This design comes from an exercise in tuning for small area and a short achievable clock period on the open sky130 flow, not from production work. In this exercise RTL edits were held to simulation tests only and were not proved equivalent to the original.

==> trial 79: inputs <==
// bbox_raster
module bbox_raster #(
    parameter int SIGFIG     = 24,
    parameter int RADIX      = 10,
    parameter int PIPE_DEPTH = 3
) (
    input  logic                     clk,
    input  logic                     arst_n,
    input  logic [3*SIGFIG-1:0]      tri_x,
    input  logic [3*SIGFIG-1:0]      tri_y,
    input  logic                     tri_valid,
    input  logic                     halt_n,
    input  logic signed [SIGFIG-1:0] screen_x,
    input  logic signed [SIGFIG-1:0] screen_y,
    input  logic [3:0]               msaa_mode,
    output logic [3*SIGFIG-1:0]      out_tri_x,
    output logic [3*SIGFIG-1:0]      out_tri_y,
    output logic signed [SIGFIG-1:0] box_ll_x,
    output logic signed [SIGFIG-1:0] box_ll_y,
    output logic signed [SIGFIG-1:0] box_ur_x,
    output logic signed [SIGFIG-1:0] box_ur_y,
    output logic                     out_valid
);
==> flow/config.mk <==
export PLATFORM = sky130hd
export DESIGN_NAME = bbox_raster
export DESIGN_NICKNAME = bbox_raster
export VERILOG_FILES = /design/flow/design.v
export SDC_FILE = /design/flow/constraint.sdc
export NUM_CORES = 4
export LEC_CHECK = 0
export ABC_AREA = 1
export CAP_MARGIN = 20
export CORE_MARGIN = 2
export CORE_UTILIZATION = 40
export SLEW_MARGIN = 20
==> flow/constraint.sdc <==
create_clock -name core_clock -period 14.0 [get_ports {clk}]
set_input_delay 2.8000 -clock core_clock [delete_from_list [all_inputs] [get_ports {clk}]]
set_output_delay 2.8000 -clock core_clock [all_outputs]
set_load 0.01 [all_outputs]
standard.sh (not shown) runs the stock make flow with config.mk's settings and CLKGATE_MAP_FILE= SYNTH_SCRIPT=/design/flow/synth_recipe.tcl, a recipe that flattens the netlist after the stock synthesis.
==> flow/flow/run.sh <==
#!/bin/bash
set -euo pipefail
MARGIN=$(cat flow/margin.txt)
bash standard.sh SETUP_SLACK_MARGIN=$MARGIN finish > make_finish.log 2>&1
==> flow/flow/margin.txt <==
9.5
==> trial 68: changes against trial 79 <==
==> flow/flow/run.sh (replaced) <==
#!/bin/bash
set -euo pipefail
MARGIN=$(cat flow/margin.txt)
bash standard.sh SETUP_SLACK_MARGIN=$MARGIN \
    "BUFFER_PORTS_ARGS=-buffer_cell sky130_fd_sc_hd__buf_2" finish > make_finish.log 2>&1
==> flow/flow/margin.txt (replaced) <==
9.8
==> metrics.cfg <==
[critical_path]
slowest_stage=clkdlybuf4s50_1
startpoint=tri_x[2]

[timing]
post-route-period-util_pct=32.0

[run_status]
status=timing/DRC/antenna clean

[finish]
instances_no_fill=8812

[route]
drt_wl_total_um=220000

-- figures above: trial 79

==> metrics.cfg <==
[timing]
post-route-period-util_pct=31.4

[route]
drt_wl_total_um=248000

[run_status]
status=timing/DRC/antenna clean

[critical_path]
slowest_stage=fa_2

-- figures above: trial 68



==> run G <==
bbox_raster, a different RTL version from the one above (not shown whole).
export LEC_CHECK = 0
export ABC_AREA = 1
export CAP_MARGIN = 20
export CORE_MARGIN = 2
export CORE_UTILIZATION = 40
export CTS_BUF_LIST = sky130_fd_sc_hd__clkbuf_8 sky130_fd_sc_hd__clkbuf_16
export CTS_CLUSTER_DIAMETER = 150
export CTS_CLUSTER_SIZE = 22
export SLEW_MARGIN = 20
create_clock -name core_clock -period 14.0 [get_ports {clk}]
==> flow/flow/run.sh <==
#!/bin/bash
set -euo pipefail
MARGIN=$(cat flow/margin.txt)
KNOBS=(SETUP_SLACK_MARGIN=$MARGIN "BUFFER_PORTS_ARGS=-buffer_cell sky130_fd_sc_hd__buf_2")
RES=orfs/results/$FLOW_PLATFORM/bbox_raster/base
bash standard.sh "${KNOBS[@]}" synth > make_synth.log 2>&1
cp $RES/1_2_yosys.v $RES/1_2_yosys.standard.v
python3 flow/fixpol.py $RES/1_2_yosys.v > fixpol.log 2>&1
rm -f $RES/1_synth.odb $RES/1_synth.sdc
bash standard.sh "${KNOBS[@]}" finish > make_finish.log 2>&1
==> flow/flow/margin.txt <==
9.8
Other scripts of this flow, unchanged in this note and not shown: flow/flow/fixpol.py
==> inputs of run Z, as changes to run G <==
==> flow/flow/margin.txt (replaced) <==
9.9
==> flow_metrics.py <==
metrics = {
    "final_layout": {
        "final-clk-cell-share": 0.0190,
        "multi_input_area_share": 0.468,
        "instances_no_fill": 8680,
        "nonClkBufAreaFrac": 0.0420,
        "sh_seq_area": 0.395,
        "drive_above_1_share": 0.131,
        "final_area_sq_mm": 0.0759,
    },
    "global_routing": {
        "grt_pass1_wl_microns": 318000,
    },
    "worst_setup_path": {
        "timing.reg2reg.setup_slack_ps": 9860,
        "worstPathArrival_ps": 4630,
        "crit_top_cell": "nand2_1",
        "crit_start": "tri_y[17]",
        "critPathSlowestCell": "ha_1",
    },
    "routing": {
        "routed_wirelength_microns": 218000,
        "wl_met1_microns": 85800,
    },
    "sta": {
        "tightest_slew_ps": 1210,
        "period_share": 0.299,
    },
    "status": {
        "outcome": "timing/DRC/antenna clean",
    },
}
(the above is from run G)
==> flow_metrics.py <==
metrics = {
    "sta": {
        "period_share": 0.296,
        "tightest_slew_ps": 1240,
    },
    "final_layout": {
        "nonClkBufAreaFrac": 0.0456,
        "sh_seq_area": 0.390,
        "multi_input_area_share": 0.470,
    },
    "routing": {
        "routed_wirelength_microns": 219000,
    },
    "worst_setup_path": {
        "critPathSlowestCell": "edfxtp_1",
        "timing.reg2reg.setup_slack_ps": 9920,
        "worstPathArrival_ps": 1340,
        "crit_start": "s3_llx[11]",
    },
    "status": {
        "outcome": "timing/DRC/antenna clean",
    },
}
(the above is from run Z)


==> v24: inputs <==
Another version of the RTL of bbox_raster (not shown whole).
Design bbox_raster, start of the top module:
module bbox_raster #(
    parameter int SIGFIG     = 24,
    parameter int RADIX      = 10,
    parameter int PIPE_DEPTH = 3
) (
    input  logic                     clk,
    input  logic                     arst_n,
    input  logic [3*SIGFIG-1:0]      tri_x,
    input  logic [3*SIGFIG-1:0]      tri_y,
    input  logic                     tri_valid,
    input  logic                     halt_n,
    input  logic signed [SIGFIG-1:0] screen_x,
    input  logic signed [SIGFIG-1:0] screen_y,
    input  logic [3:0]               msaa_mode,
    output logic [3*SIGFIG-1:0]      out_tri_x,
    output logic [3*SIGFIG-1:0]      out_tri_y,
    output logic signed [SIGFIG-1:0] box_ll_x,
    output logic signed [SIGFIG-1:0] box_ll_y,
    output logic signed [SIGFIG-1:0] box_ur_x,
    output logic signed [SIGFIG-1:0] box_ur_y,
    output logic                     out_valid
);
clock: 14.0 ns
lec_check: 0
abc_area: 1
cap_margin: 20
core_margin: 2
core_utilization: 40
cts_buf_list: sky130_fd_sc_hd__clkbuf_8 sky130_fd_sc_hd__clkbuf_16
cts_cluster_diameter: 150
cts_cluster_size: 22
slew_margin: 20
==> flow/flow/margin.txt <==
9.8
Scripts as last shown in full above: flow/flow/run.sh
Other scripts of this flow, unchanged in this note and not shown: flow/flow/fixpol.py
==> v6 (differences from v24) <==
==> flow/flow/margin.txt (replaced) <==
9.9
==> qor.json <==
{
  "outcome": "finished clean",
  "grt_antenna_before_repair": 22,
  "number_of_nets_in_the_layout": 7524,
  "share_of_the_clock_period_used_by_the_worst_path": 0.307,
  "grt_util_met1": 0.343,
  "fin_skew_ps": 35.3,
  "regToRegEndpoint": "s2_bf[99]",
  "met2_wirelength_um": 101000,
  "timing.critical_path.slowest_cell_delay_ps": 730,
  "r2r_slack_ps": 9700,
  "final.fill_count": 15300,
  "clockNetworkAreaShare": 0.0181,
  "route.detailed.wl_per_inst_um": 26.5,
  "vias_per_cell": 5.71
}
(the above is from v24)
==> qor.json <==
{
  "timing.critical_path.slowest_cell_delay_ps": 780,
  "regToRegEndpoint": "s2_bf[54]",
  "number_of_nets_in_the_layout": 7584,
  "outcome": "finished clean",
  "fin_skew_ps": 36.6,
  "grt_util_met1": 0.345,
  "met2_wirelength_um": 102000
}
(the above is from v6)


==> inputs of run X <==
bbox_raster, a different RTL version from the one above (not shown whole).
Settings: LEC_CHECK=0, ABC_AREA=1, CAP_MARGIN=20, CORE_MARGIN=2, CORE_UTILIZATION=40, CTS_BUF_LIST=sky130_fd_sc_hd__clkbuf_8 sky130_fd_sc_hd__clkbuf_16, CTS_CLUSTER_DIAMETER=150, CTS_CLUSTER_SIZE=22, SLEW_MARGIN=20; clock period 14.0 ns.
==> flow/flow/fixpol.py <==
#!/usr/bin/env python3
"""Inverter clean-up around full adders in a flat Yosys netlist.

Synthesis maps the adder tree to sky130 fa cells but often leaves an inverter
between one adder's output and the next adder's input.  A full adder is
self-dual: FA(~a, ~b, ~c) = (~sum, ~cout).  So an adder whose inputs come from
inverters can take the inverters' inputs instead and hand out complemented
outputs; inverters that then sit on its outputs cancel.  This script flips
adders one at a time whenever that removes more inverters than it adds, until
no flip helps.  Registers and everything else are left as they are.

Usage: fixpol.py NETLIST.v   (rewrites the file in place)
"""
import re
import sys

FA = 'sky130_fd_sc_hd__fa_1'
INV = re.compile(r'sky130_fd_sc_hd__(inv|clkinv)_\d+$')

path = sys.argv[1]
text = open(path).read()
m = re.search(r'(module\s+(\w+)\s*\(.*?\);)(.*?)(endmodule)', text, re.S)
head, body = text[:m.start(3)], m.group(3)
tail = text[m.end(3):]

# Split the body into declarations/assigns and cell instances.
inst_re = re.compile(r'^\s*(sky130_fd_sc_hd__\w+)\s+(\S+)\s*\((.*?)\);\s*$', re.S | re.M)
cells = {}
order = []
for im in inst_re.finditer(body):
    ctype, name, pins = im.group(1), im.group(2), im.group(3)
    pm = {}
    for p, n in re.findall(r'\.(\w+)\(([^()]*)\)', pins):
        pm[p] = n.strip()
    cells[name] = [ctype, pm]
    order.append(name)
other = inst_re.sub('', body)
# Nets named in assigns or port declarations are never renamed or freed.
fixed = set()
for a in re.findall(r'assign\s+(.*?);', other, re.S):
    for t in re.findall(r'[\\]?[\w$.\[\]]+', a):
        fixed.add(t.strip())
portnames = set(re.findall(r'(?:input|output|inout)\s+(?:\[[^\]]*\]\s*)?([\w$\\]+)', other))


def is_fixed(n):
    base = n.split('[')[0].strip()
    return n in fixed or base in portnames or n.startswith("1'") or n in fixed


OUTS = ('X', 'Y', 'Q', 'Q_N', 'SUM', 'COUT', 'HI', 'LO')
newid = [0]


def build():
    drv, loads = {}, {}
    for name, (t, pm) in cells.items():
        for p, n in pm.items():
            if p in OUTS:
                drv[n] = (name, p)
            else:
                loads.setdefault(n, []).append((name, p))
    return drv, loads


def inv_of(n, drv):
    """If n is driven by an inverter, that inverter's name and input."""
    d = drv.get(n)
    if d and INV.match(cells[d[0]][0]):
        return d[0], cells[d[0]][1]['A']
    return None


def existing_inv(n, loads):
    for (c, p) in loads.get(n, []):
        if INV.match(cells[c][0]) and not is_fixed(cells[c][1]['Y']):
            return c
    return None


def gain(fa, drv, loads):
    t, pm = cells[fa]
    g = 0
    for p in ('A', 'B', 'CIN'):
        n = pm[p]
        iv = inv_of(n, drv)
        if iv:
            if len(loads.get(n, [])) == 1 and not is_fixed(n):
                g += 1
        elif not existing_inv(n, loads):
            g -= 1
    for p in ('SUM', 'COUT'):
        n = pm[p]
        ls = loads.get(n, [])
        invl = [c for (c, q) in ls if INV.match(cells[c][0]) and not is_fixed(cells[c][1]['Y'])]
        rest = len(ls) - len(invl)
        g += len(invl)
        if rest or is_fixed(n):
            g -= 1
    return g


def fresh():
    newid[0] += 1
    return f'_pol{newid[0]}_'


def flip(fa, drv, loads):
    t, pm = cells[fa]
    for p in ('A', 'B', 'CIN'):
        n = pm[p]
        iv = inv_of(n, drv)
        if iv:
            pm[p] = iv[1]
            if len(loads.get(n, [])) == 1 and not is_fixed(n):
                del cells[iv[0]]
        else:
            e = existing_inv(n, loads)
            if e:
                pm[p] = cells[e][1]['Y']
            else:
                nn, ni = fresh(), fresh()
                cells[ni] = ['sky130_fd_sc_hd__inv_1', {'A': n, 'Y': nn}]
                pm[p] = nn
    for p in ('SUM', 'COUT'):
        n = pm[p]
        ls = loads.get(n, [])
        nn = fresh()
        pm[p] = nn          # now carries ~n
        invl = [c for (c, q) in ls if INV.match(cells[c][0]) and not is_fixed(cells[c][1]['Y'])]
        rest = [(c, q) for (c, q) in ls if c not in invl]
        for c in invl:
            y = cells[c][1]['Y']
            for (c2, q2) in loads.get(y, []):
                if c2 in cells:
                    cells[c2][1][q2] = nn
            del cells[c]
        if rest or is_fixed(n):
            cells[fresh()] = ['sky130_fd_sc_hd__inv_1', {'A': nn, 'Y': n}]


def count_inv():
    return sum(1 for (t, pm) in cells.values() if INV.match(t))


before = count_inv()
changed = True
passes = 0
while changed and passes < 50:
    changed = False
    passes += 1
    drv, loads = build()
    for fa in [c for c in list(cells) if c in cells and cells[c][0] == FA]:
        if fa not in cells:
            continue
        if gain(fa, drv, loads) > 0:
            flip(fa, drv, loads)
            drv, loads = build()
            changed = True
after = count_inv()

# Declare the new nets and write the netlist back.
decl = ''.join(f'  wire {n};\n' for n in sorted(
    {n for (t, pm) in cells.values() for n in pm.values() if n.startswith('_pol')}))
out = []
for name, (t, pm) in cells.items():
    pins = ',\n'.join(f'    .{p}({n}{" " if n.startswith(chr(92)) else ""})' for p, n in pm.items())
    out.append(f'  {t} {name} (\n{pins}\n  );\n')
open(path, 'w').write(head + decl + other + ''.join(out) + tail)
print(f'fixpol: inverters {before} -> {after} in {passes} passes')
==> flow/flow/margin.txt <==
9.7
Scripts as last shown in full above: flow/flow/run.sh
==> run C (differences from run X) <==
==> flow/flow/run.sh (replaced) <==
#!/bin/bash
set -euo pipefail
MARGIN=$(cat flow/margin.txt)
bash standard.sh SETUP_SLACK_MARGIN=$MARGIN \
    "BUFFER_PORTS_ARGS=-buffer_cell sky130_fd_sc_hd__buf_2" finish > make_finish.log 2>&1
==> flow/flow/margin.txt (replaced) <==
9.8
GPL_ROUTABILITY_DRIVEN = 0   (was default)
removed: flow/flow/fixpol.py
==> run A (differences from run X) <==
==> flow/flow/margin.txt (replaced) <==
9.8
CTS_BUF_LIST = sky130_fd_sc_hd__clkbuf_16   (was sky130_fd_sc_hd__clkbuf_8 sky130_fd_sc_hd__clkbuf_16)
CTS_CLUSTER_SIZE = 26   (was 22)
==> results.txt <==
| item | run A | run X | run C |
|---|---|---|---|
| Run status | timing/DRC/antenna clean | timing/DRC/antenna clean | timing/DRC/antenna clean |
| Post-CTS Setup Bufs | 26 | 11 | 11 |
| Critical path required time | 14450 ps | 14450 ps | 14430 ps |
| Worst Max-Slew Pin Slew | 1230 ps | 1230 ps | 1210 ps |
| Worst hold-check slack | 412 ps | 409 ps | 415 ps |
| Crit Path Max Fanout | 23 | 27 | 24 |
| Average routed wire per standard cell | 26.9 um | 26.9 um | 24.4 um |
| Fraction of cell area in non-clock buffers | 0.0480 | 0.0461 | 0.0463 |
| Number of gates resized after CTS | 70 | 40 | 92 |
| Count of buffer and inverter cells on the critical path | 2 | 4 | 5 |
| Register share of the cell area | 0.396 | 0.397 | 0.390 |
| Fraction of standard cell area in multi-input logic | 0.462 | 0.462 | 0.455 |
| DIE WIDTH | 413 um | 413 um | 416 um |
| Routed length on met1 | 89900 um | 89900 um | 83700 um |
| Number of standard cells after synthesis | 5965 | 5965 | 6284 |
| Aggregate routed wire length | 229000 um | 229000 um | 215000 um |
| Share of the core filled with cells in the final layout | 0.442 | 0.441 | 0.442 |


==> 09-17 <==
Starting RTL as in the previous note.
Settings: LEC_CHECK=0, ABC_AREA=1, CAP_MARGIN=20, CORE_MARGIN=2, CORE_UTILIZATION=40, SLEW_MARGIN=20; clock period 14.0 ns.
==> flow/flow/run.sh <==
#!/bin/bash
set -euo pipefail
MARGIN=$(cat flow/margin.txt)
bash standard.sh SETUP_SLACK_MARGIN=$MARGIN \
    "BUFFER_PORTS_ARGS=-buffer_cell sky130_fd_sc_hd__buf_2" finish > make_finish.log 2>&1
==> flow/flow/margin.txt <==
9.5
==> 09-05: changes against 09-17 <==
==> flow/flow/margin.txt (replaced) <==
9.8
--- a/flow/config.mk
+++ b/flow/config.mk
@@ -8,5 +8,6 @@
 export ABC_AREA = 1
 export CAP_MARGIN = 20
 export CORE_MARGIN = 2
-export CORE_UTILIZATION = 40
+export CORE_UTILIZATION = 55
+export PLACE_DENSITY = 0.68
 export SLEW_MARGIN = 20
==> 07-03: changes against 09-17 <==
==> flow/flow/margin.txt (replaced) <==
10.1
==> flow_summary.yaml <==
drt:
  drt-pass1-iter-count: 6
  viasPerCell: 5.98
  drtIter0Drc: 6426
  route.met2.wl_um: 94100
worst_setup_path:
  worst_r2r_endpoint: "s2_bf[185]"
die:
  core_mm2: 0.123
run_status:
  status: "complete, no violations"
-- figures above: 09-05

==> flow_summary.yaml <==
run_status:
  status: "complete, no violations"
worst_setup_path:
  worst_r2r_endpoint: "s2_bf[185]"
  cp-start-kind: "flip-flop"
drt:
  viasPerCell: 5.55
  route.met2.wl_um: 99700
  drt-pass1-iter-count: 8
  drtIter0Drc: 5334
die:
  core_mm2: 0.169
-- figures above: 09-17

==> flow_summary.yaml <==
drt:
  route.met2.wl_um: 103000
  drt-pass1-iter-count: 6
  highest_layer: "met5"
  drtIter0Drc: 5460
timing:
  slew_violations: 0
  hold_ws_ps: 405
finish:
  multi_input_area_mm2: 0.0357
  fillCellCount: 15300
  syn_to_final_growth_pct: 17.8
die:
  core_mm2: 0.169
logic_synthesis:
  synth-simple-area-share_pct: 6.83
worst_setup_path:
  worst_r2r_endpoint: "v3"
worst_hold_path:
  hp-start: "s1_y[49]"
run_status:
  status: "complete, no violations"
cts:
  clkSlewWorstSetupHoldPaths_ps: 60
-- figures above: 07-03

## port drivers added, routing unchanged
How much do the figures lean on ideal ports? The routed layouts below were timed once more, with nothing changed but the port constraints. Step 1, drivers: a clkbuf_16 drives clk and a buf_2 each remaining input, both assumed. Step 2 adds t to the input delays and takes it off the output delays; t is the mean of the earliest and latest rising clock arrival at the registers after step 1. Input paths then give back, and output paths get back, about the clock's delay inside the block. Slacks: ideal ports / drivers / drivers and shift; pairs: ideal ports / drivers.
run | shift t [ns] | setup slack, ns | hold WS [ns] | slew at the worst register clock pin (ns) | worst slew at a driven data input, ns
trial 79 | 0.815 | 9.523 / 9.443 / 8.722 | 0.387 / 0.387 / 0.387 | 0.07 / 0.07 | 0.17
trial 68 | 0.803 | 9.608 / 9.608 / 9.001 | 0.373 / 0.373 / 0.373 | 0.07 / 0.07 | 0.19
run G | 0.774 | 9.819 / 9.773 / 9.108 | 0.417 / 0.417 / 0.417 | 0.10 / 0.10 | 0.11
run Z | 0.778 | 9.861 / 9.772 / 9.124 | 0.418 / 0.418 / 0.418 | 0.10 / 0.10 | 0.11
v24 | 0.772 | 9.701 / 9.701 / 9.073 | 0.398 / 0.398 / 0.398 | 0.11 / 0.11 | 0.12
v6 | 0.771 | 9.831 / 9.792 / 9.135 | 0.399 / 0.399 / 0.399 | 0.10 / 0.10 | 0.13
run X | 0.772 | 9.679 / 9.679 / 9.051 | 0.409 / 0.409 / 0.409 | 0.11 / 0.11 | 0.13
run C | 0.764 | 9.823 / 9.787 / 9.092 | 0.415 / 0.415 / 0.415 | 0.10 / 0.10 | 0.09
run A | 0.772 | 9.791 / 9.752 / 9.019 | 0.412 / 0.412 / 0.412 | 0.12 / 0.12 | 0.16
09-17 | 0.811 | 9.530 / 9.530 / 8.804 | 0.402 / 0.402 / 0.402 | 0.07 / 0.07 | 0.11
09-05 | 0.787 | 9.743 / 9.743 / 9.147 | 0.403 / 0.403 / 0.403 | 0.08 / 0.08 | 0.09
07-03 | 0.809 | 9.835 / 9.752 / 9.287 | 0.405 / 0.405 / 0.405 | 0.07 / 0.07 | 0.10
After both steps every run listed still meets setup and hold. For trial 79, which loses most, drivers alone change the setup slack by -0.080 ns; drivers and shift together by -0.801 ns.
